Background: an optimization exercise with open tools, aiming at small area, a short achievable clock period and few clock cycles per item. Do not read the settings as production practice.
Function was checked by simulation only, so behaviour that the tests miss may differ from the original.
Power and IR drop assume default switching activity.

sierra:
## tdm_slot_timer_unit
module tdm_slot_timer_unit (
   input  logic        clock,
   input  logic        reset,
   input  logic        req_valid,
   output logic        req_ready,
   input  logic [47:0] req_now_time,
   output logic        rsp_valid,
   input  logic        rsp_ready,
   output logic [1:0]  rsp_current_slot,
   output logic        rsp_is_own,
   output logic [48:0] rsp_next_own_start,
   output logic [32:0] rsp_wait_time,
   output logic        rsp_error,
   input  logic        csr_we,
   input  logic [2:0]  csr_index,
   input  logic [15:0] csr_wdata
);
Size in the first run: ~5900 cells after synthesis, about 160 I/O pins, ~64000 um2 of cells after synthesis.
clock: 10.0 ns
lec_check: 0
cap_margin: 20
core_margin: 2
core_utilization: 40
slew_margin: 20
standard.sh (not shown) runs the stock make flow with config.mk's settings and CLKGATE_MAP_FILE= SYNTH_SCRIPT=/design/flow/synth_recipe.tcl, a recipe that flattens the netlist after the stock synthesis.
==> flow/flow/run.sh <==
#!/bin/bash
# Standard layout, with these changes to how it is made:
#  - ports are buffered with buf_4 cells;
#  - the repair steps aim at a larger setup margin but work on the worst
#    endpoints only;
#  - clock tree sinks are clustered in larger groups.
set -euo pipefail
bash standard.sh SETUP_SLACK_MARGIN=6.5 TNS_END_PERCENT=20 \
  CTS_CLUSTER_SIZE=25 CTS_CLUSTER_DIAMETER=100 \
  BUFFER_PORTS_ARGS="-buffer_cell sky130_fd_sc_hd__buf_4" finish > standard.log 2>&1
Testbench counts of sierra, summed over its fixed seeds: cycles 8,144, items 8,000.
For quartz, these inputs were changed with respect to sierra:
-- flow/flow/run.sh --
<<< sierra, line 7
set -euo pipefail
bash standard.sh SETUP_SLACK_MARGIN=6.5 TNS_END_PERCENT=20 \
  CTS_CLUSTER_SIZE=25 CTS_CLUSTER_DIAMETER=100 \
>>> quartz, line 7
set -euo pipefail
bash standard.sh SETUP_SLACK_MARGIN=6.5 TNS_END_PERCENT=5 \
  CTS_CLUSTER_SIZE=25 CTS_CLUSTER_DIAMETER=100 \
## What came out
When quartz is measured against sierra, its setup slack after placement turns out 0.50 ns lower.
quartz -> sierra: met1 usage in global routing flat
Lower smallest setup slack after layout goes to quartz over sierra.
Compared quartz against sierra; non-clock inverter count in the final layout within noise.
quartz ends up with lower final wirelength than sierra does.


Another version of the RTL of tdm_slot_timer_unit (not shown whole).
Size: ~7000 cells after synthesis, roughly 1300 flip-flops, ~160 I/O pins, ~68000 um^2 of cells after synthesis.
==> flow/config.mk <==
export PLATFORM = sky130hd
export DESIGN_NAME = tdm_slot_timer_unit
export DESIGN_NICKNAME = tdm_slot_timer_unit
export VERILOG_FILES = /design/flow/design.v
export SDC_FILE = /design/flow/constraint.sdc
export NUM_CORES = 4
export LEC_CHECK = 0
export CAP_MARGIN = 20
export CORE_MARGIN = 2
export CORE_UTILIZATION = 40
export SLEW_MARGIN = 20
==> flow/constraint.sdc <==
create_clock -name core_clock -period 10.0 [get_ports {clock}]
set_input_delay 2.0000 -clock core_clock [delete_from_list [all_inputs] [get_ports {clock}]]
set_output_delay 2.0000 -clock core_clock [all_outputs]
set_load 0.01 [all_outputs]
==> flow/flow/run.sh <==
#!/bin/bash
# Standard layout, with these changes to how it is made:
#  - ports are buffered with buf_4 cells;
#  - the repair steps aim at a larger setup margin but work on the worst
#    endpoints only;
#  - clock tree sinks are clustered in larger groups.
set -euo pipefail
bash standard.sh SETUP_SLACK_MARGIN=7.0 TNS_END_PERCENT=5 \
  CTS_CLUSTER_SIZE=25 CTS_CLUSTER_DIAMETER=100 \
  BUFFER_PORTS_ARGS="-buffer_cell sky130_fd_sc_hd__buf_4" finish > standard.log 2>&1
Testbench counts at the start, summed over its fixed seeds: cycles 8,144, items 8,000.
Edit:
==> flow/flow/run.sh (replaced) <==
#!/bin/bash
# Standard layout; the repair steps aim at a larger setup margin but work on
# the worst endpoints only.
set -euo pipefail
bash standard.sh SETUP_SLACK_MARGIN=6.5 TNS_END_PERCENT=5 finish > standard.log 2>&1
Outcome: Design area grows by about 2.8%; synthesized area stays the same; routed wire length is about the same; die area does not change; worst hold slack hardly moves; clock power climbs by about 60%.
Edit:
==> flow/flow/run.sh (replaced) <==
#!/bin/bash
# Standard layout; the repair steps aim at a larger setup margin but work on
# the worst endpoints only; clock tree sinks are clustered in larger groups.
set -euo pipefail
bash standard.sh SETUP_SLACK_MARGIN=6.5 TNS_END_PERCENT=5 CTS_CLUSTER_SIZE=25 CTS_CLUSTER_DIAMETER=100 finish > standard.log 2>&1
=> Utilization shrinks by 1.4 points; worst hold slack is worse by 6.8 ps; design area shrinks by a few percent; total power shrinks by a little under a tenth; wire length is about the same; sequential cell count is unchanged.

port drivers added, routing unchanged:
Ports are ideal in the flow. The routed layouts listed here were re-timed in OpenROAD.
Step 1 sets driving cells, clkbuf_16 on the clock port and buf_2 on the other inputs (assumed; they add their load-dependent delay and slew).
Step 2 also shifts input and output timing later by t, the mid clock arrival at the registers, as if the neighbouring blocks saw the same clock.
Three values: ideal, step 1, step 2; two values: the first two.
run	t, ns	setup WS [ns]	worst setup path after step 2	clock arrival spread, ns	worst data-port slew with drivers (ns)
sierra	0.781	6.300 / 6.300 / 6.002	input to register	0.052 / 0.052	0.08
quartz	0.787	6.253 / 6.253 / 5.933	input to register	0.063 / 0.063	0.09
the first run of note 2	0.782	6.244 / 6.244 / 5.801	input to register	0.045 / 0.045	0.11
the second run of note 2	0.851	6.294 / 6.211 / 5.643	input to register	0.074 / 0.074	0.09
the third run of note 2	0.786	6.341 / 6.260 / 5.728	input to register	0.041 / 0.041	0.08
After both steps every run listed still meets setup and hold. For the second run of note 2, which loses most, drivers alone change the setup slack by -0.083 ns; drivers and shift together by -0.651 ns.
